Background: an optimization exercise with open tools, aiming at small area, a short achievable clock period and few clock cycles per item. Do not read the settings as production practice.
Only simulation tests tie the RTL to the original design; equivalence was not proved.
Power figures rest on the tool's default switching activity, not on a simulated workload.

[design/flow/config.mk]
export PLATFORM = sky130hd
export DESIGN_NAME = edf_sched_top
export DESIGN_NICKNAME = edf_sched_top
export VERILOG_FILES = /design/flow/design.v
export SDC_FILE = /design/flow/constraint.sdc
export NUM_CORES = 4
export LEC_CHECK = 0
export CAP_MARGIN = 20
export CORE_MARGIN = 2
export CORE_UTILIZATION = 40
export SLEW_MARGIN = 20
[design/flow/constraint.sdc]
create_clock -name core_clock -period 10.0 [get_ports {clk_i}]
set_input_delay 2.0000 -clock core_clock [delete_from_list [all_inputs] [get_ports {clk_i}]]
set_output_delay 2.0000 -clock core_clock [all_outputs]
set_load 0.01 [all_outputs]
[design/flow/design.v]
package edf_pkg;
  localparam int unsigned NUM_SLOTS = 8;
  localparam int unsigned DATA_W    = 16;
  localparam int unsigned SLACK_W   = 17;
endpackage
module edf_sched_top
(
  input  logic        clk_i,
  input  logic        rst_ni,
  input  logic        req_valid_i,
  output logic        req_ready_o,
  input  logic        req_op_i,
  input  logic [2:0]  req_task_slot_i,
  input  logic [15:0] req_exec_time_i,
  input  logic [15:0] req_period_ticks_i,
  input  logic [15:0] req_rel_deadline_i,
  output logic        rsp_valid_o,
  input  logic        rsp_ready_i,
  output logic        rsp_cpu_busy_o,
  output logic [2:0]  rsp_running_slot_o,
  input  logic        cfg_we_i,
  input  logic [3:0]  cfg_wdata_i
);
  localparam int N = 8;
  logic        ready_q;
  logic        r_valid_q;
  logic        r_op_q;
  logic [2:0]  r_slot_q;
  logic [15:0] r_exec_q, r_per_q, r_dl_q;
  logic [3:0]  tc_q;
  logic acc;
  assign acc = req_valid_i & ready_q;
  always_ff @(posedge clk_i) begin
    r_op_q   <= req_op_i;
    r_slot_q <= req_task_slot_i;
    r_exec_q <= req_exec_time_i;
    r_per_q  <= req_period_ticks_i;
    r_dl_q   <= req_rel_deadline_i;
  end
  logic tick, load;
  assign tick = r_valid_q &  r_op_q;
  assign load = r_valid_q & ~r_op_q;
  logic signed [16:0] k_new;
  assign k_new = (r_per_q == 16'd0) ? $signed({1'b0, r_dl_q})
                                    : $signed({1'b0, r_dl_q} - {1'b0, r_per_q} + 17'd1);
  logic [15:0]        e_q [N];
  logic [15:0]        d_q [N];
  logic signed [16:0] k_q [N];
  logic [15:0]        w_q [N];
  logic signed [16:0] s_q [N];
  logic [N-1:0] active, elig, win;
  for (genvar i = 0; i < N; i++) begin : g_act
    assign active[i] = tc_q[3] | (tc_q[2:0] > 3'(i));
    assign elig[i]   = active[i] & (w_q[i] != 16'd0);
  end
  logic [N-1:0] le [N];
  for (genvar i = 0; i < N; i++) begin : g_cmp_i
    for (genvar j = 0; j < N; j++) begin : g_cmp_j
      if (i < j) begin : g_lt
        assign le[i][j] = (s_q[i] <= s_q[j]);
      end else begin : g_ge
        assign le[i][j] = 1'b0;
      end
    end
  end
  for (genvar i = 0; i < N; i++) begin : g_win
    logic [N-1:0] beat;
    for (genvar j = 0; j < N; j++) begin : g_b
      if (j < i) begin : g_lo
        assign beat[j] = ~elig[j] | ~le[j][i];
      end else if (j > i) begin : g_hi
        assign beat[j] = ~elig[j] | le[i][j];
      end else begin : g_me
        assign beat[j] = elig[i];
      end
    end
    assign win[i] = &beat;
  end
  logic       busy;
  logic [2:0] slot;
  assign busy = |elig;
  assign slot = {win[4] | win[5] | win[6] | win[7],
                 win[2] | win[3] | win[6] | win[7],
                 win[1] | win[3] | win[5] | win[7]};
  for (genvar i = 0; i < N; i++) begin : g_slot
    logic ld, upd, rel;
    assign ld  = load & (r_slot_q == 3'(i));
    assign upd = tick & active[i];
    assign rel = (s_q[i] == k_q[i]);
    always_ff @(posedge clk_i) begin
      if (ld) begin
        e_q[i] <= r_exec_q;
        d_q[i] <= r_dl_q;
        k_q[i] <= k_new;
      end
      if (ld) begin
        w_q[i] <= r_exec_q;
        s_q[i] <= $signed({1'b0, r_dl_q});
      end else if (upd) begin
        if (rel) begin
          w_q[i] <= e_q[i];
          s_q[i] <= $signed({1'b0, d_q[i]});
        end else begin
          w_q[i] <= w_q[i] - 16'(win[i]);
          s_q[i] <= s_q[i] - 17'sd1;
        end
      end
    end
  end
  logic [1:0] cnt_q, cnt_d;
  logic [3:0] m_q [3];
  logic       ov_q;
  logic       pop;
  logic [3:0] res;
  assign res   = {busy, slot};
  assign pop   = ov_q & rsp_ready_i;
  assign cnt_d = cnt_q + 2'(tick) - 2'(pop);
  always_ff @(posedge clk_i) begin
    for (int k = 0; k < 3; k++) begin
      if (pop) begin
        if (tick && (2'(k) == cnt_q - 2'd1)) m_q[k] <= res;
        else if (k < 2)                      m_q[k] <= m_q[k+1];
      end else if (tick && (2'(k) == cnt_q)) begin
        m_q[k] <= res;
      end
    end
  end
  always_ff @(posedge clk_i or negedge rst_ni) begin
    if (!rst_ni) begin
      ready_q   <= 1'b1;
      r_valid_q <= 1'b0;
      cnt_q     <= 2'd0;
      ov_q      <= 1'b0;
      tc_q      <= 4'd0;
    end else begin
      r_valid_q <= acc;
      cnt_q     <= cnt_d;
      ov_q      <= (cnt_d != 2'd0);
      ready_q   <= ({1'b0, cnt_d} + {2'b0, acc & req_op_i}) < 3'd3;
      if (cfg_we_i) tc_q <= cfg_wdata_i;
    end
  end
  assign req_ready_o        = ready_q;
  assign rsp_valid_o        = ov_q;
  assign rsp_cpu_busy_o     = m_q[0][3];
  assign rsp_running_slot_o = m_q[0][2:0];
endmodule
[design/flow/run.sh]
#!/bin/bash
# synth_recipe.tcl (not shown) runs the flow's synth.tcl, then flattens the netlist and writes it again
# the make line also repeats each setting of config.mk as NAME=value (left out here)
make -C /OpenROAD-flow-scripts/flow DESIGN_CONFIG=/design/flow/config.mk WORK_HOME=/design/flow/orfs CLKGATE_MAP_FILE= SYNTH_SCRIPT=/design/flow/synth_recipe.tcl finish
==> results of run 1 <==
-- area by class of cell --
cell class / count / area share (%)
clock buffers: 109 / 4.53
clock inverters: 45 / 0.906
flip-flops and latches: 729 / 42.3
inverters: 230 / 1.74
multi-input cells: 3305 / 44.4
well taps: 1488 / 3.70
repair buffers: 137 / 2.38
-- power groups by stage --
stage	Sequential (W)	Clock, W	Combinational [W]
2_1_floorplan	0.00380	0	0.00103
3_3_place_gp	0.00392	0	0.00164
3_5_place_dp	0.00393	0	0.00167
4_1_cts	0.00387	0.00315	0.00168
5_1_grt	0.00388	0.00327	0.00188
6_report	0.00388	0.00310	0.00171
-- logic make-up after synthesis --
kind of cell / count (synthesis) / synth area share [%]
simple gates: 1406 / 14.6
compound gates: 1007 / 12.9
flops: 729 / 47.3
fa+ha+maj: 536 / 14.9
buf+inv: 378 / 3.23
xor+xnor: 330 / 6.43
mux: 26 / 0.615
-- per-layer routing --
layer | part of all wire (%) | wire length (um)
met1 | 41 | 66300
met2 | 44 | 70000
met3 | 8.5 | 13600
met4 | 6.6 | 10600
met5 | 0.016 | 25
-- synth_stat cells (23+ instances only) --
master | n | share of area (%)
edfxtp_1 | 660 | 44
nand2_1 | 610 | 5.1
o21ai_0 | 560 | 6.2
ha_1 | 535 | 15
xnor2_1 | 257 | 5.0
inv_1 | 228 | 1.9
nor2_1 | 198 | 1.7
a21oi_1 | 197 | 2.2
nand3_1 | 132 | 1.5
clkbuf_1 | 123 | 1.0
nand4_1 | 115 | 1.6
nor3_1 | 110 | 1.2
nor4_1 | 74 | 1.0
xor2_1 | 73 | 1.4
dfxtp_1 | 60 | 2.7
or3_1 | 41 | 0.57
a211oi_1 | 33 | 0.55
a21o_1 | 33 | 0.55
o31ai_1 | 24 | 0.40
nor2b_1 | 23 | 0.32
o211ai_1 | 23 | 0.38
-- critical path, stage by stage, from the launching register on --
cell       delay [ns]
edfxtp_1         0.81
ha_1             0.49
nand4_1          0.11
or3_1            0.41
nor3_1           0.21
nand3_1          0.11
o211ai_1         0.08
o21ai_0          0.28
a221oi_1         0.41
o221ai_1         0.18
a2111oi_0        0.85
ha_1             0.33
nand2_1          0.11
nor2_1           0.10
nand2_1          0.13
nor4_1           0.32
xnor2_1          0.17
nand2_1          0.07
o21ai_0          0.09
o21ai_0          0.10
-- through the flow --
step                total power (W)  instance area [sq um]  cells
floorplan                   0.00483                  45000   4412
detailed placement          0.00560                  47500   5888
global placement            0.00556                  47500   5888
global route                0.00903                  50300   6043
CTS                         0.00869                  50200   6042
finish                      0.00869                  50300   6043
-- state kept, by name (all words and copies together), names as in the netlist --
name,cells
cnt_q,2
d_q,128
e_q,128
k_q,136
m_q,12
ov_q,1
r_dl_q,16
r_exec_q,16
r_op_q,1
r_per_q,16
r_slot_q,3
r_valid_q,1
ready_q,1
s_q,136
tc_q,4
w_q,128
-- cells in the final DEF (no fill, tap or decap), types with 10 or more instances in the layout --
cell / Yosys / routed
dfxtp_1: 60 / 47
mux2i_1: 13 / 13
clkbuf_16: 0 / 83
nand3_1: 132 / 132
mux2_2: 13 / 13
nand2_1: 610 / 610
a21o_1: 33 / 33
xor2_1: 73 / 73
or4_1: 12 / 12
dfxtp_2: 0 / 13
clkinv_2: 0 / 19
o31ai_1: 24 / 24
nand2b_1: 18 / 18
clkdlybuf4s50_1: 0 / 66
nand4_1: 115 / 115
a2111oi_0: 21 / 21
edfxtp_1: 660 / 660
nor2b_1: 23 / 23
nor4_1: 74 / 74
a21oi_1: 197 / 186
clkbuf_1: 123 / 16
a211oi_1: 33 / 32
inv_1: 228 / 222
o21ai_0: 560 / 559
o211ai_1: 23 / 23
xnor2_1: 257 / 257
a41oi_1: 13 / 13
a31oi_1: 18 / 18
nor2_1: 198 / 198
and3_1: 19 / 19
clkbuf_8: 0 / 10
ha_1: 535 / 535
or3_1: 41 / 41
nor3b_1: 16 / 16
nor3_1: 110 / 110
clkinv_1: 2 / 12
buf_4: 8 / 70
-- worst min-delay path by stage --
stage                                        from                      end  depth (start not counted)
after floorplan           s_q[7][16]$_SDFFE_PP0P_  s_q[7][16]$_SDFFE_PP0P_                          2
after global placement    s_q[7][16]$_SDFFE_PP0P_  s_q[7][16]$_SDFFE_PP0P_                          2
after detailed placement        ready_q$_DFF_PN1_      r_valid_q$_DFF_PN0_                          1
after CTS                       ready_q$_DFF_PN1_      r_valid_q$_DFF_PN0_                          1
after global routing            ready_q$_DFF_PN1_      r_valid_q$_DFF_PN0_                          1
final                           ready_q$_DFF_PN1_      r_valid_q$_DFF_PN0_                          1
==> summary.txt, run 1 <==
Status - finished clean
Worst-path fanout max - 12
Period utilization - 56.6%
Slew margin rel. - 18.9%
Final Wtd Congestion - 0.990
Clk network pwr share - 35.7%
Die X-Extent - 339 um
Slew Limit Fails - 0
Max IR drop VDD - 0.000166 V
Nets@finish - 5083
Post-synthesis cell type count - 79
DR vias/cell - 5.96
Layout cell share with drive strength beyond 1 - 5.82%
DR DRC count - 0
Core box area - 0.111 sq mm
Worst setup path startpoint - s_q[0][9]$_DFFE_PP_
Leak Pwr - 18.9 nW
Number of CTS-inserted buffers - 83
Mapped Cells - 4412
Total Wirelength - 161000 um
Internal Power - 0.00597 W
Pin slew with the least headroom to its limit - 1.22 ns
Ports - 67
Overflow after GRT - 0
CTS HTree Levels - 3
Grt met3 use - 3.64%
WP data arrival - 6.05 ns
Post-synthesis sequential area ratio - 47.3%
WS Path Type - reg2reg
Post-synth top flop - edfxtp_1
Rows - 122
Flop-to-flop setup slack - 4.34 ns
Sequential Area - 0.0213 sq mm
Flop pwr share - 44.6%
Fin crit period - 5.66 ns
Syn Area/Cell - 10.2 sq um
Worst slack, placed - 4.44 ns
Fillers - 10500
Fin util - 45.2%
Post-cts sizing count - 0
Initial antenna violation count - 6
Reg clk slew, reported paths - 0.06 ns
Reg-to-reg startpoint - s_q[0][9]$_DFFE_PP_
Largest net degree at the start of global routing - 84
Critical path required time - 10.39 ns
Peak Freq - 0.177 GHz
Root buf cell - clkbuf_16
Die area - 0.115 sq mm
# port buffers - 66
HP Class - reg2reg
CP Capture Point - w_q[0][13]$_DFFE_PP_
Vias in the first global route - 33500
Post-Synthesis Cell Area - 0.0450 sq mm
First-pass GRT wire length - 231000 um
Post-synth ARST share - 1.23%
1st-iter DRT viols - 4125
Switching portion of total power - 31.3%
Clk latency of the worst-skew pair - 0.69 ns
Syn_nets - 5009
CTS Buffer Depth - 3
CTS tree - done
EDFF count, synth - 660
Setup crit end kind - flip-flop
Total Routing Usage GR - 27.4%
Met2 Track Usage GR - 42.1%
Area delta synth->final - 11.8%
Grt met1 use - 37.0%
Synth Register Bits - 729
Post-CTS setup buffer count - 0
R2R depth - 19
Cts hold-fix bufs - 0
Final HPWL DP - 108000 um
Wire per inst - 26.6 um
Drt pass-1 iters - 6
Setup TNS - 0 ns
Busiest grt layer - met2
Post-DRT Antenna Nets - 0
Multi-input gate area - 0.0223 sq mm
Max-cap viol count - 0
Crit path launch type - flip-flop
Diodes inserted - 0
Final Setup Violations - 0
Clock Skews - 0.0356 ns
RSZ-0062 raised after global routing - false
Switching power total - 0.00272 W
Synth Warn # - 8
Final worst slack - 4.34 ns
Final Hold Viols - 0
Clk sinks - 729
Combinational power share - 19.7%
Initial Utilization - 40.5%
Die height - 339 um
Via count - 36000
Reg2reg end - w_q[0][13]$_DFFE_PP_
Hold Slack - 0.532 ns
Power per cell area - 173 mW/mm^2
Testbench counts, summed over its fixed seeds: cycles 9,728, ticks 8,624.
==> run 2: changes to the inputs <==
--- a/design/flow/design.v
+++ b/design/flow/design.v
@@ -45,2 +45,35 @@
                                     : $signed({1'b0, r_dl_q} - {1'b0, r_per_q} + 17'd1);
+  function automatic logic slack_lt(input logic [16:0] a, input logic [16:0] b);
+    logic [16:0] x, y;
+    logic        lt, eq;
+    x  = {~a[16], a[15:0]};
+    y  = {~b[16], b[15:0]};
+    lt = 1'b0;
+    eq = 1'b1;
+    for (int k = 16; k >= 0; k = k - 1) begin
+      lt = lt | (eq & ~x[k] & y[k]);
+      eq = eq & ~(x[k] ^ y[k]);
+    end
+    slack_lt = lt;
+  endfunction
+  function automatic logic [15:0] dec16(input logic [15:0] a);
+    logic [15:0] y;
+    logic        z;
+    z = 1'b1;
+    for (int k = 0; k < 16; k = k + 1) begin
+      y[k] = a[k] ^ z;
+      z    = z & ~a[k];
+    end
+    dec16 = y;
+  endfunction
+  function automatic logic [16:0] dec17(input logic [16:0] a);
+    logic [16:0] y;
+    logic        z;
+    z = 1'b1;
+    for (int k = 0; k < 17; k = k + 1) begin
+      y[k] = a[k] ^ z;
+      z    = z & ~a[k];
+    end
+    dec17 = y;
+  endfunction
   logic [15:0]        e_q [N];
@@ -59,3 +92,3 @@
       if (i < j) begin : g_lt
-        assign le[i][j] = (s_q[i] <= s_q[j]);
+        assign le[i][j] = ~slack_lt(s_q[j], s_q[i]);
       end else begin : g_ge
@@ -86,5 +119,9 @@
     logic ld, upd, rel;
-    assign ld  = load & (r_slot_q == 3'(i));
-    assign upd = tick & active[i];
-    assign rel = (s_q[i] == k_q[i]);
+    logic [15:0] w_dec;
+    logic [16:0] s_dec;
+    assign ld    = load & (r_slot_q == 3'(i));
+    assign upd   = tick & active[i];
+    assign rel   = (s_q[i] == k_q[i]);
+    assign w_dec = dec16(w_q[i]);
+    assign s_dec = dec17(s_q[i]);
     always_ff @(posedge clk_i) begin
@@ -103,4 +140,4 @@
         end else begin
-          w_q[i] <= w_q[i] - 16'(win[i]);
-          s_q[i] <= s_q[i] - 17'sd1;
+          if (win[i]) w_q[i] <= w_dec;
+          s_q[i] <= $signed(s_dec);
         end
@@ -118,3 +155,3 @@
   always_ff @(posedge clk_i) begin
-    for (int k = 0; k < 3; k++) begin
+    for (int k = 0; k < 3; k = k + 1) begin
       if (pop) begin
--- a/design/flow/config.mk
+++ b/design/flow/config.mk
@@ -10,2 +10,4 @@
 export CORE_UTILIZATION = 40
+export SETUP_SLACK_MARGIN = 5
 export SLEW_MARGIN = 20
+export TNS_END_PERCENT = 100
==> run 2 against run 1 <==
Net effect: still clean on timing, DRC and antenna; worst setup slack better by 0.59 ns; register-to-register slack better by 0.59 ns; cell count down 5.7%; critical path type unchanged; largest cell class is now registers.
==> summary.txt, run 2 <==
Slew margin rel. - 21.1% (+2.1 points)
DR DRC count - 0 (unchanged)
Fillers - 10100 (-3.4%)
WP data arrival - 5.39 ns (-0.66 ns)
Worst-path fanout max - 16 (+4)
Die area - 0.110 sq mm (-4.2%)
1st-iter DRT viols - 5044 (+22%)
Peak Freq - 0.197 GHz (+12%)
Layout cell share with drive strength beyond 1 - 7.06% (+1.2 points)
Total Wirelength - 168000 um (+4.6%)
Core box area - 0.107 sq mm (-3.8%)
Period utilization - 50.7% (-5.9 points)
Max incr delay on CP - 0.84 ns (about the same)
Clock Skews - 0.0410 ns (+0.00538 ns)
Final Wtd Congestion - 1.06 (+7.1%)
Number of CTS-inserted buffers - 83 (unchanged)
Wire per inst - 29.4 um (+11%)
Via count - 34600 (-3.9%)
Post-synthesis cell type count - 91 (+15%)
Area delta synth->final - 11.1%
CP Cell Sequence - clkinv_1, a22oi_1, a21boi_0, o2111ai_1, a311oi_2, o32ai_1, nor4b_4, nor2b_1, o21ai_4
Setup TNS - 0 ns (unchanged)
Die height - 332 um (-2.1%)
Overflow after GRT - 0 (unchanged)
Synth Register Bits - 729 (unchanged)
Largest net degree at the start of global routing - 68 (-19%)
Leak Pwr - 18.0 nW (-5.1%)
Final HPWL DP - 121000 um (+12%)
Crit path launch type - flip-flop
Rows - 120 (-1.6%)
Hold Slack - 0.564 ns (+0.0318 ns)
Die X-Extent - 332 um (-2.1%)
Pin slew with the least headroom to its limit - 1.18 ns (-0.0320 ns)
Final Hold Viols - 0 (unchanged)
Final Setup Violations - 0 (unchanged)
Clk sinks - 729 (unchanged)
Most common cell after layout, fill and taps aside - edfxtp_1
Critical path required time - 10.32 ns (-0.07 ns)
Worst slack, placed - 4.69 ns (+0.251 ns)
Nets@finish - 4583 (-9.8%)
RSZ-0062 raised after global routing - false
Post-synthesis sequential area ratio - 49.4% (+2.1 points)
Ports - 67 (unchanged)
Total Routing Usage GR - 29.9% (+2.5 points)
Post-DRT Antenna Nets - 0 (unchanged)
EDFF count, synth - 660 (unchanged)
CTS Buffer Depth - 3 (unchanged)
Multi-input gate area - 0.0196 sq mm (-12%)
CTS HTree Levels - 3 (unchanged)
Max IR drop VDD - 0.000179 V (+8.0%)
Syn_nets - 4626 (-7.6%)
Post-Synthesis Cell Area - 0.0430 sq mm (-4.3%)
Post-synth top area cell - edfxtp_1
Post-CTS setup buffer count - 0 (unchanged)
Clk latency of the worst-skew pair - 0.70 ns (about the same)
Sequential Area - 0.0212 sq mm (about the same)
Syn Area/Cell - 10.1 sq um (-1.1%)
Max-cap viol count - 0 (unchanged)
DR vias/cell - 6.07 (+1.9%)
Cts hold-fix bufs - 0 (unchanged)
# port buffers - 66 (unchanged)
Status - finished clean
Root buf cell - clkbuf_16
Post-synth ARST share - 1.23% (unchanged)
Drt pass-1 iters - 8 (+2)
Synth Warn # - 8 (unchanged)
Top-count cell post-synth - edfxtp_1
Area contributors post-synth - edfxtp_1 46%, ha_1 8.6%, a21oi_1 6.6%
Setup crit end kind - flip-flop
Most frequent cells in the layout - 660 x edfxtp_1, 596 x nor2_1, 567 x a21oi_1
Initial Utilization - 40.3% (-0.19 points)
Non-Filler Instances - 5700 (-5.7%)
CTS tree - done
Power per cell area - 174 mW/mm^2 (+0.74%)
Reg clk slew, reported paths - 0.07 ns (about the same)
Slew Limit Fails - 0 (unchanged)
Initial antenna violation count - 7 (+1)
Synth cell count leaders - 660 x edfxtp_1, 596 x nor2_1, 569 x a21oi_1
HP Class - reg2reg
Largest registers - k_q x136, s_q x136
Fin crit period - 5.07 ns (-0.586 ns)
Post-synth top flop - edfxtp_1
Placed Instances - 5543 (-5.9%)
WS Path Type - reg2reg
Synth top area share - 46.0% (+2.0 points)
Vias in the first global route - 32500 (-2.9%)
First-pass GRT wire length - 238000 um (+2.9%)
Mapped Cells - 4269 (-3.2%)
Final worst slack - 4.93 ns (+0.586 ns)
Critical path's slowest cell - edfxtp_1
-- run 2: cell types whose count changed after synthesis, moves of 77 or more --
cell	change
ha_1	-240
nand3_1	-78
xnor2_1	-100
a21oi_1	+372
nor2_1	+398
maj3_1	+99
nand2_1	-457
nand4_1	-77
o21ai_0	-434
-- run 2: per-stage QoR --
stage                     total power, W  util [%]  cell area [sq um]
final                            0.00833      44.7              47800
after floorplan                  0.00459         -              43000
after global placement           0.00528      42.2              45100
after detailed placement         0.00529      42.2              45100
after CTS                        0.00832      44.7              47800
after global routing             0.00859      44.7              47800
-- run 2: final timing paths --
check | start | endpoint | slack [ns] | depth (start not counted)
setup / recovery | s_q[3][9]$_DFFE_PP_ | w_q[7][2]$_DFFE_PP_ | 4.93 | 9
hold / removal | s_q[0][16]$_SDFFE_PP0P_ | s_q[0][16]$_SDFFE_PP0P_ | 0.56 | 2
setup reg to reg | s_q[3][9]$_DFFE_PP_ | w_q[7][2]$_DFFE_PP_ | 4.93 | 9
hold reg to reg | s_q[0][16]$_SDFFE_PP0P_ | s_q[0][16]$_SDFFE_PP0P_ | 0.56 | 2
max in group asynchronous | rst_ni | tc_q[3]$_DFFE_PN0P_ | 7.80 | 1
min in group asynchronous | rst_ni | cnt_q[0]$_DFF_PN0_ | 1.74 | 1
-- run 2: report_power, final --
part | internal, W | switching, W
clock network | 0.00174 | 0.00130
registers | 0.00352 | 0.000263
logic | 0.000516 | 0.000992
total | 0.00578 | 0.00255
-- run 2: critical path, delay by kind of cell (launching register included) --
kind	cells	cell delay, ns
AOI/OAI and AO/OA	6	2.39
DFF	1	0.84
and+or+nand+nor	2	0.82
buffers and inverters	1	0.65
-- run 2: kinds of logic after synthesis --
logic type	share of synthesized area (%)
adders and majority gates	11.1
DFF	49.4
AOI/OAI and AO/OA	14.8
xor gates and xnor gates	6.10
and+or+nand+nor	13.0
buffers and inverters	5.46
muxes	0.125
-- run 2: layout make-up --
| class | count | share of cell area, % |
|---|---|---|
| Antenna cell | 4 | 0.0209 |
| Clock buffer | 113 | 4.77 |
| Clock inverter | 39 | 0.858 |
| Inverter | 298 | 2.34 |
| Multi-Input combinational cell | 2946 | 40.9 |
| Sequential cell | 729 | 44.4 |
| Tap cell | 1403 | 3.67 |
| Timing Repair Buffer | 168 | 2.98 |
-- run 2: per-layer routing --
layer | up-vias | wire, um | GRT usage, %
li1 | 15300 | - | -
met1 | 16800 | 70000 | 42.2
met2 | 2065 | 71600 | 44.2
met3 | 416 | 17700 | 5.73
met4 | 0 | 8490 | 14.0
met5 | - | 0 | 0
-- run 2: timing repair --
action	CTS	global route
hold endpoints to repair	0	0
resized for setup	2	0
setup endpoints to repair	16	0
Testbench counts of run 2, summed over its fixed seeds: cycles 9,728, ticks 8,624.
==> run 3: changes to the inputs <==
--- a/design/flow/design.v
+++ b/design/flow/design.v
@@ -60,7 +60,5 @@
     logic [15:0] y;
-    logic        z;
-    z = 1'b1;
-    for (int k = 0; k < 16; k = k + 1) begin
-      y[k] = a[k] ^ z;
-      z    = z & ~a[k];
+    y[0] = ~a[0];
+    for (int k = 1; k < 16; k = k + 1) begin
+      y[k] = a[k] ^ ~|(a & ((1 << k) - 1));
     end
@@ -70,7 +68,5 @@
     logic [16:0] y;
-    logic        z;
-    z = 1'b1;
-    for (int k = 0; k < 17; k = k + 1) begin
-      y[k] = a[k] ^ z;
-      z    = z & ~a[k];
+    y[0] = ~a[0];
+    for (int k = 1; k < 17; k = k + 1) begin
+      y[k] = a[k] ^ ~|(a & ((1 << k) - 1));
     end
@@ -84,7 +80,9 @@
   logic [N-1:0] active, elig, win;
+  logic [N-1:0] nz_q;    
   for (genvar i = 0; i < N; i++) begin : g_act
     assign active[i] = tc_q[3] | (tc_q[2:0] > 3'(i));
-    assign elig[i]   = active[i] & (w_q[i] != 16'd0);
+    assign elig[i]   = active[i] & nz_q[i];
   end
-  logic [N-1:0] le [N];
+  logic signed [16:0] s_d [N];
+  logic [N-1:0] le_q [N];
   for (genvar i = 0; i < N; i++) begin : g_cmp_i
@@ -92,5 +90,5 @@
       if (i < j) begin : g_lt
-        assign le[i][j] = ~slack_lt(s_q[j], s_q[i]);
+        always_ff @(posedge clk_i) le_q[i][j] <= ~slack_lt(s_d[j], s_d[i]);
       end else begin : g_ge
-        assign le[i][j] = 1'b0;
+        assign le_q[i][j] = 1'b0;
       end
@@ -102,5 +100,5 @@
       if (j < i) begin : g_lo
-        assign beat[j] = ~elig[j] | ~le[j][i];
+        assign beat[j] = ~elig[j] | ~le_q[j][i];
       end else if (j > i) begin : g_hi
-        assign beat[j] = ~elig[j] | le[i][j];
+        assign beat[j] = ~elig[j] | le_q[i][j];
       end else begin : g_me
@@ -126,2 +124,8 @@
     assign s_dec = dec17(s_q[i]);
+    always_comb begin
+      if (ld)                s_d[i] = $signed({1'b0, r_dl_q});
+      else if (upd && rel)   s_d[i] = $signed({1'b0, d_q[i]});
+      else if (upd)          s_d[i] = $signed(s_dec);
+      else                   s_d[i] = s_q[i];
+    end
     always_ff @(posedge clk_i) begin
@@ -132,12 +136,13 @@
       end
+      s_q[i] <= s_d[i];
       if (ld) begin
-        w_q[i] <= r_exec_q;
-        s_q[i] <= $signed({1'b0, r_dl_q});
+        w_q[i]  <= r_exec_q;
+        nz_q[i] <= (r_exec_q != 16'd0);
       end else if (upd) begin
         if (rel) begin
-          w_q[i] <= e_q[i];
-          s_q[i] <= $signed({1'b0, d_q[i]});
-        end else begin
-          if (win[i]) w_q[i] <= w_dec;
-          s_q[i] <= $signed(s_dec);
+          w_q[i]  <= e_q[i];
+          nz_q[i] <= (e_q[i] != 16'd0);
+        end else if (win[i]) begin
+          w_q[i]  <= w_dec;
+          nz_q[i] <= (w_q[i] != 16'd1);
         end
==> design/flow/flow/run.sh (new file) <==
#!/bin/bash
# Standard ORFS layout, with timing repair aiming for 6.5 ns of setup slack.
set -euo pipefail
bash standard.sh SETUP_SLACK_MARGIN=6.5 finish > standard_flow.log 2>&1
==> design/flow/standard.sh (new file) <==
#!/bin/bash
# synth_recipe.tcl (not shown) runs the flow's synth.tcl, then flattens the netlist and writes it again
# the make line also repeats each setting of config.mk as NAME=value (left out here)
make -C /OpenROAD-flow-scripts/flow DESIGN_CONFIG=/design/flow/config.mk WORK_HOME=/design/flow/orfs CLKGATE_MAP_FILE= SYNTH_SCRIPT=/design/flow/synth_recipe.tcl "${@:-finish}"
--- a/design/flow/config.mk
+++ b/design/flow/config.mk
@@ -9,4 +9,3 @@
 export CORE_MARGIN = 2
-export CORE_UTILIZATION = 40
-export SETUP_SLACK_MARGIN = 5
+export CORE_UTILIZATION = 50
 export SLEW_MARGIN = 20
removed: design/flow/run.sh
==> run 3 against run 2 <==
Net effect: critical path depth increased by 10; wire length is 21% higher; sequential share of layout area is 10 points lower; non-clock buffer count grew 683; die area is 17% lower; highest routed layer unchanged; critical endpoint is now le_q[2][5]$_DFF_P_; cell count rose by 15%; fmax grew 28%.
==> summary.txt, run 3 <==
Largest registers - k_q x136, s_q x136
CTS Buffer Depth - 3 (unchanged)
Synth Register Bits - 765 (+4.9%)
WP data arrival - 4.55 ns (-0.84 ns)
Die height - 302 um (-9.0%)
Vias in the first global route - 40200 (+23%)
Ports - 67 (unchanged)
Critical path required time - 10.57 ns (+0.25 ns)
Final Wtd Congestion - 1.06 (-0.25%)
Syn_nets - 4805 (+3.9%)
Post-synthesis cell type count - 116 (+27%)
Layout cell share with drive strength beyond 1 - 32.8% (+26 points)
Total Wirelength - 203000 um (+21%)
Nets@finish - 5494 (+20%)
Number of CTS-inserted buffers - 85 (+2.4%)
Leak Pwr - 22.7 nW (+26%)
Hold Slack - 0.467 ns (-0.0971 ns)
Root buf cell - clkbuf_16
Fillers - 6582 (-35%)
Total power - 0.0184 W (+120%)
HP Class - reg2reg
Power per cell area - 303 mW/mm^2 (+74%)
CTS tree - done
WS Path Type - reg2reg
Initial antenna violation count - 15 (+8)
Post-synthesis sequential area ratio - 46.7% (-2.7 points)
Final Hold Viols - 0 (unchanged)
Switching power total - 0.00826 W (+220%)
Non-Filler Instances - 6549 (+15%)
Setup crit end kind - flip-flop
Synth Warn # - 44 (+36)
Post-Synthesis Cell Area - 0.0445 sq mm (+3.3%)
Synth cell count leaders - 540 x edfxtp_1, 461 x nand2_1, 410 x o21ai_0
Drt pass-1 iters - 12 (+4)
1st-iter DRT viols - 5561 (+10%)
Area contributors post-synth - edfxtp_1 36%, dfxtp_1 9.7%, xnor2_1 4.8%
Placed Instances - 5716 (+3.1%)
First-pass GRT wire length - 284000 um (+19%)
Overflow after GRT - 0 (unchanged)
CTS HTree Levels - 3 (unchanged)
Post-DRT Antenna Nets - 0 (unchanged)
Post-synth top area cell - edfxtp_1
Peak Freq - 0.252 GHz (+28%)
Syn Area/Cell - 9.65 sq um (-4.3%)
Reg clk slew, reported paths - 0.06 ns (about the same)
Total Routing Usage GR - 43.6% (+14 points)
# port buffers - 66 (unchanged)
Top-count cell post-synth - edfxtp_1
Combinational power share - 57.9% (+40 points)
Post-synth top flop - edfxtp_1
Max-cap viol count - 0 (unchanged)
Period utilization - 39.7% (-11 points)
Slew margin rel. - 18.0% (-3.1 points)
Area delta synth->final - 36.2%
Rows - 109 (-9.2%)
Worst-path fanout max - 3 (-13)
Most frequent cells in the layout - 587 x buf_4, 540 x edfxtp_1, 435 x nand2_1
Final HPWL DP - 124000 um (+2.5%)
Clk network pwr share - 17.9% (-19 points)
Final Setup Violations - 0 (unchanged)
Flop pwr share - 24.3% (-21 points)
Slew Limit Fails - 0 (unchanged)
Internal Power - 0.0101 W (+75%)
Sequential Area - 0.0209 sq mm (-1.8%)
Clk sinks - 765 (+4.9%)
Fin crit period - 3.97 ns (-1.10 ns)
DR DRC count - 0 (unchanged)
Via count - 42800 (+24%)
Max IR drop VDD - 0.000189 V (+5.7%)
Crit path launch type - flip-flop
Largest net degree at the start of global routing - 56 (-18%)
Wire per inst - 31.0 um (+5.4%)
Clock Skews - 0.0493 ns (+0.00829 ns)
Synth top area share - 36.5% (-9.6 points)
DR vias/cell - 6.54 (+7.7%)
Die area - 0.0914 sq mm (-17%)
Setup TNS - 0 ns (unchanged)
Multi-input gate area - 0.0255 sq mm (+30%)
Switching portion of total power - 45.0% (+14 points)
EDFF count, synth - 540 (-18%)
Most common cell after layout, fill and taps aside - buf_4
Mapped Cells - 4608 (+7.9%)
RSZ-0062 raised after global routing - true
Initial Utilization - 50.4% (+10 points)
Die X-Extent - 302 um (-9.0%)
Clk latency of the worst-skew pair - 0.72 ns (+0.02 ns)
Post-synth ARST share - 1.18% (-0.058 points)
Status - finished clean
Pin slew with the least headroom to its limit - 1.23 ns (+0.0463 ns)
Core box area - 0.0882 sq mm (-17%)
run 3: cell types whose count changed after synthesis, sizes merged, moves of 85 or more:
cell | previous run | this run
dfxtp | 60 | 216
a21oi | 569 | 259
o21ai | 129 | 435
ha | 295 | 135
nand2 | 153 | 465
nor2 | 597 | 350
xnor2 | 157 | 242
edfxtp | 660 | 540
run 3: final timing paths:
check                                         from                    to  slack (ns)  cells after the start
worst min register to register  r_dl_q[11]$_DFF_P_  d_q[6][11]$_DFFE_PP_        0.47                      0
min in group asynchronous                   rst_ni   tc_q[3]$_DFFE_PN0P_        1.71                      1
max in group asynchronous                   rst_ni   tc_q[3]$_DFFE_PN0P_        7.78                      1
worst max-delay path             s_q[5][1]$_DFF_P_    le_q[2][5]$_DFF_P_        6.03                     19
worst min-delay path            r_dl_q[11]$_DFF_P_  d_q[6][11]$_DFFE_PP_        0.47                      0
worst max register to register   s_q[5][1]$_DFF_P_    le_q[2][5]$_DFF_P_        6.03                     19
run 3: cell type report:
class / count / share of cell area [%]
clock inverters: 44 / 0.826
well taps: 1165 / 2.41
multi-input cells: 3322 / 42.1
diodes: 15 / 0.0620
inverters: 264 / 2.41
repair buffers: 851 / 13.6
clock buffers: 115 / 3.93
repair inverters: 8 / 0.165
flip-flops and latches: 765 / 34.4
run 3: power by group through the flow:
stage | Combinational [W] | Sequential [W] | Clock, W
after global routing | 0.0109 | 0.00448 | 0.00341
after global placement | 0.00711 | 0.00441 | 0
final | 0.0106 | 0.00446 | 0.00328
after CTS | 0.00930 | 0.00439 | 0.00329
after detailed placement | 0.00712 | 0.00441 | 0
after floorplan | 0.00464 | 0.00423 | 0
run 3: cells by family (layout without fill, tap and decap cells):
logic type	count (synthesis)	after routing	synth area share, %
compound gates	1202	1203	17.3
xor+xnor	414	414	8.15
fa+ha+maj	257	257	6.63
buf+inv	529	1282	4.77
flops	765	765	46.7
mux	75	75	1.78
other cells	0	15	0
simple gates	1366	1373	14.7
run 3: layer usage:
| metal | GRT usage (%) | vias up | wire [um] |
|---|---|---|---|
| li1 | - | 18300 | - |
| met1 | 52.8 | 20600 | 72100 |
| met2 | 65.2 | 2948 | 86900 |
| met3 | 12.1 | 955 | 23800 |
| met4 | 35.2 | 0 | 20500 |
| met5 | 0 | - | 0 |
run 3: what timing repair did:
item                                    in CTS  in global routing
gates cloned                                30                  5
pin swaps                                  287                196
gates resized for setup                    894                326
setup buffers                              498                126
hold buffers                                 0                  0
endpoints found under the setup margin     284                187
run 3: metrics by stage:
stage / util [%] / setup slack (ns) / area, sq um
finish: 68.6 / 6.03 / 60600
detailed placement: 53.1 / 4.29 / 46900
global placement: 53.1 / 4.39 / 46900
CTS: 65.8 / 6.22 / 58000
floorplan: - / 6.34 / 44700
global route: 68.6 / 5.91 / 60600
run 3: worst max-delay path, cell delays in order, from the launching register on:
cell and delay (ns):
dfxtp_2 0.33, inv_2 0.08, ha_4 0.14, nor3b_4 0.30, nand2_2 0.11, nor3_2 0.14
ha_2 0.23, nand2_2 0.07, a21oi_2 0.14, o21a_1 0.15, o31a_1 0.22, buf_12 0.13
clkinvlp_4 0.13, maj3_2 0.34, maj3_2 0.34, maj3_2 0.32, maj3_2 0.31, a21oi_2 0.12
a21oi_2 0.04, o21a_1 0.18
Testbench counts of run 3, summed over its fixed seeds: cycles 9,728, ticks 8,624.
==> run 4: changes to the inputs <==
==> design/flow/flow/run.sh (replaced) <==
#!/bin/bash
# Standard ORFS layout, with timing repair aiming for 7.5 ns of setup slack.
set -euo pipefail
bash standard.sh SETUP_SLACK_MARGIN=7.5 finish > standard_flow.log 2>&1
==> run 4 against run 3 <==
Net effect: still clean on timing, DRC and antenna; synthesized area did not move; global-route usage rose by 0.49 points; fmax fell by 1.6%; die area did not move; sequential cell count did not move; clock skew fell by 0.010 ns; count of clock-buffer cells in the layout fell by 1.
==> summary.txt, run 4 <==
Status - finished clean
Fin util - 71.8% (+3.1 points)
Vias in the first global route - 40400 (+0.69%)
Post-synthesis sequential area ratio - 46.7% (unchanged)
Reg-to-reg startpoint - s_q[1][5]$_DFF_P_
Clock Skews - 0.0389 ns (-0.0104 ns)
Number of CTS-inserted buffers - 87 (+2.4%)
Final Setup Violations - 0 (unchanged)
CP Cell Sequence - xor2_1, nor4_2, nand3_2, buf_6, or3_4, a31oi_4, inv_4, a32oi_4, o41ai_1, or3_4, o41ai_4, buf_4, nor2_1, o2111a_1, a211oi_2
Wire per inst - 31.4 um (+1.0%)
Critical path required time - 10.62 ns (+0.05 ns)
CTS HTree Levels - 3 (unchanged)
Worst setup path startpoint - s_q[1][5]$_DFF_P_
Worst-path fanout max - 6 (+3)
Drt pass-1 iters - 9 (-3)
Synth Area in Adders - 6.63% (unchanged)
Fillers - 6333 (-3.8%)
EDFF count, synth - 540 (unchanged)
Syn_nets - 4805 (unchanged)
Crit path launch type - flip-flop
Placed Instances - 5699 (-0.30%)
Clk sinks - 765 (unchanged)
HP Class - reg2reg
Die X-Extent - 302 um (unchanged)
Setup crit end kind - flip-flop
Area delta synth->final - 42.3%
WS Path Type - reg2reg
Via count - 43400 (+1.4%)
Clk latency of the worst-skew pair - 0.72 ns (about the same)
Pin slew with the least headroom to its limit - 1.07 ns (-0.158 ns)
Nets@finish - 5617 (+2.2%)
Final instance area - 0.0633 sq mm (+4.5%)
Post-synthesis xor/xnor area fraction - 8.15% (unchanged)
Total power - 0.0189 W (+3.2%)
First-pass GRT wire length - 286000 um (+0.86%)
Synth Warn # - 44 (unchanged)
Max incr delay on CP - 0.46 ns (+0.12 ns)
Sequential Area - 0.0209 sq mm (+0.16%)
Setup TNS - 0 ns (unchanged)
Synth Area in Compound Gates - 17.3% (unchanged)
Final HPWL DP - 127000 um (+3.1%)
Max IR drop VDD - 0.000195 V (+3.1%)
Largest net degree at the start of global routing - 60 (+7.1%)
Synth Register Bits - 765 (unchanged)
Total Wirelength - 209000 um (+2.7%)
Die height - 302 um (unchanged)
Most common cell after layout, fill and taps aside - buf_4
Overflow after GRT - 0 (unchanged)
HP Start - r_exec_q[1]$_DFF_P_
DR DRC count - 0 (unchanged)
Syn Area/Cell - 9.65 sq um (unchanged)
Non-Filler Instances - 6662 (+1.7%)
Fin crit period - 4.04 ns (+0.0641 ns)
RSZ-0062 raised after global routing - true
# port buffers - 66 (unchanged)
Synth cell count leaders - 540 x edfxtp_1, 461 x nand2_1, 410 x o21ai_0
Slew Limit Fails - 0 (unchanged)
Most frequent cells in the layout - 600 x buf_4, 540 x edfxtp_1, 426 x nand2_1
Largest registers - k_q x136, s_q x136
Mux cell area share after synthesis - 1.78% (unchanged)
Total Routing Usage GR - 44.1% (+0.49 points)
Power per cell area - 299 mW/mm^2 (-1.3%)
CTS tree - done
Main combinational cell family by area after synthesis - compound AO/OA/AOI/OAI gates
Post-synth top flop - edfxtp_1
Post-synth ARST share - 1.18% (unchanged)
Post-synthesis cell type count - 116 (unchanged)
Period utilization - 40.4% (+0.64 points)
1st-iter DRT viols - 5840 (+5.0%)
DR vias/cell - 6.52 (-0.28%)
Leak Pwr - 23.7 nW (+4.5%)
Slew margin rel. - 27.7% (+9.8 points)
Area after DPL - 0.0476 sq mm (+1.6%)
Top-count cell post-synth - edfxtp_1
Post-Synthesis Cell Area - 0.0445 sq mm (unchanged)
Rows - 109 (unchanged)
Synth top area share - 36.5% (unchanged)
Initial Utilization - 50.4% (unchanged)
Peak Freq - 0.248 GHz (-1.6%)
WP data arrival - 4.65 ns (+0.10 ns)
Ports - 67 (unchanged)
CTS Buffer Depth - 3 (unchanged)
Final Hold Viols - 0 (unchanged)
Initial antenna violation count - 13 (-2)
Critical path's slowest cell - dfxtp_1
Flop-to-flop setup slack - 5.96 ns (-0.06 ns)
Final Wtd Congestion - 1.04 (-1.6%)
Multi-input gate area - 0.0268 sq mm (+5.1%)
Reg clk slew, reported paths - 0.06 ns (about the same)
Max-cap viol count - 0 (unchanged)
Mapped Cells - 4608 (unchanged)
Simple-gate area share of the yosys netlist - 14.7% (unchanged)
Post-DRT Antenna Nets - 0 (unchanged)
Area contributors post-synth - edfxtp_1 36%, dfxtp_1 9.7%, xnor2_1 4.8%
Most used cell, CP - or3_4
Cts hold-fix bufs - 0 (unchanged)
Die area - 0.0914 sq mm (unchanged)
Root buf cell - clkbuf_16
Core box area - 0.0882 sq mm (unchanged)
Post-synth top area cell - edfxtp_1
Layout cell share with drive strength beyond 1 - 36.9% (+4.1 points)
## run 4: layout make-up
type | instances | share of cell area (%)
repair inverters | 7 | 0.140
flip-flops and latches | 765 | 33.0
diodes | 7 | 0.0277
inverters | 264 | 2.47
clock inverters | 45 | 0.873
well taps | 1165 | 2.30
repair buffers | 956 | 15.1
clock buffers | 114 | 3.74
multi-input cells | 3339 | 42.4
## run 4: worst max-delay path: cells and delay by family, from the launching register on
kind	cells	cell delay (ns)
DFF	1	0.46
xor gates and xnor gates	1	0.13
AOI/OAI and AO/OA	6	1.41
and+or+nand+nor	5	1.43
buffers and inverters	3	0.50
## run 4: cell families after synthesis
group / Yosys count
buffers and inverters: 529
muxes: 75
DFF: 765
adders and majority gates: 257
AOI/OAI and AO/OA: 1202
and+or+nand+nor: 1366
xor gates and xnor gates: 414
## run 4: report_power, final
group	total [W]	internal, W	switching [W]
clock network	0.00334	0.00194	0.00140
logic	0.0111	0.00465	0.00641
registers	0.00454	0.00390	0.000641
total	0.0189	0.0105	0.00845
## run 4: metrics by stage
stage | setup slack (ns) | hold WS, ns
floorplan | 6.41 | 0.467
global placement | 4.10 | 0.462
detailed placement | 4.17 | 0.453
CTS | 6.13 | 0.468
global route | 5.87 | 0.494
finish | 5.96 | 0.471
## run 4: path summary, 6_finish.rpt
check	to	cells after the start
worst max-delay path	le_q[1][2]$_DFF_P_	15
worst min-delay path	e_q[5][1]$_DFFE_PP_	0
worst max register to register	le_q[1][2]$_DFF_P_	15
worst min register to register	e_q[5][1]$_DFFE_PP_	0
max in group asynchronous	tc_q[3]$_DFFE_PN0P_	1
min in group asynchronous	tc_q[2]$_DFFE_PN0P_	1
## run 4: what timing repair did
| action | in CTS | in global routing |
|---|---|---|
| hold endpoints to repair | 0 | 0 |
| resized for setup | 1003 | 387 |
| pin swaps | 307 | 224 |
| endpoints found under the setup margin | 748 | 416 |
| gates cloned | 43 | 10 |
| setup buffers | 513 | 231 |
## run 4: per-layer routing
layer	track usage [%]	vias to the layer above	wire length, um	share of wire, %
li1	-	18600	-	-
met1	53.9	21000	73900	35
met2	66.3	2988	89000	43
met3	11.0	901	24500	12
met4	35.5	2	21400	10
met5	0	-	12	0.0057

==> re-timing with driven ports <==
How much do the figures lean on ideal ports? The routed layouts below were timed once more, with nothing changed but the port constraints. Step 1: set_driving_cell puts a clkbuf_16 on clk_i and a buf_2 on each other input, an assumption about the parent block. Step 2 also shifts input and output timing later by t, the mid clock arrival at the registers, as if the neighbouring blocks saw the same clock. Three values: ideal, step 1, step 2; two values: the first two.
run	t (ns)	setup WS [ns]	pins driven straight from the clock port
run 1	0.749	4.341 / 4.341 / 4.341	1
run 2	0.754	4.927 / 4.927 / 4.927	1
run 3	0.770	6.026 / 6.026 / 6.019	1
run 4	0.774	5.962 / 5.962 / 5.962	1
After both steps setup and hold are still met in every run listed. For run 3, which loses most, drivers alone change the setup slack by 0.000 ns; drivers and shift together by -0.007 ns.
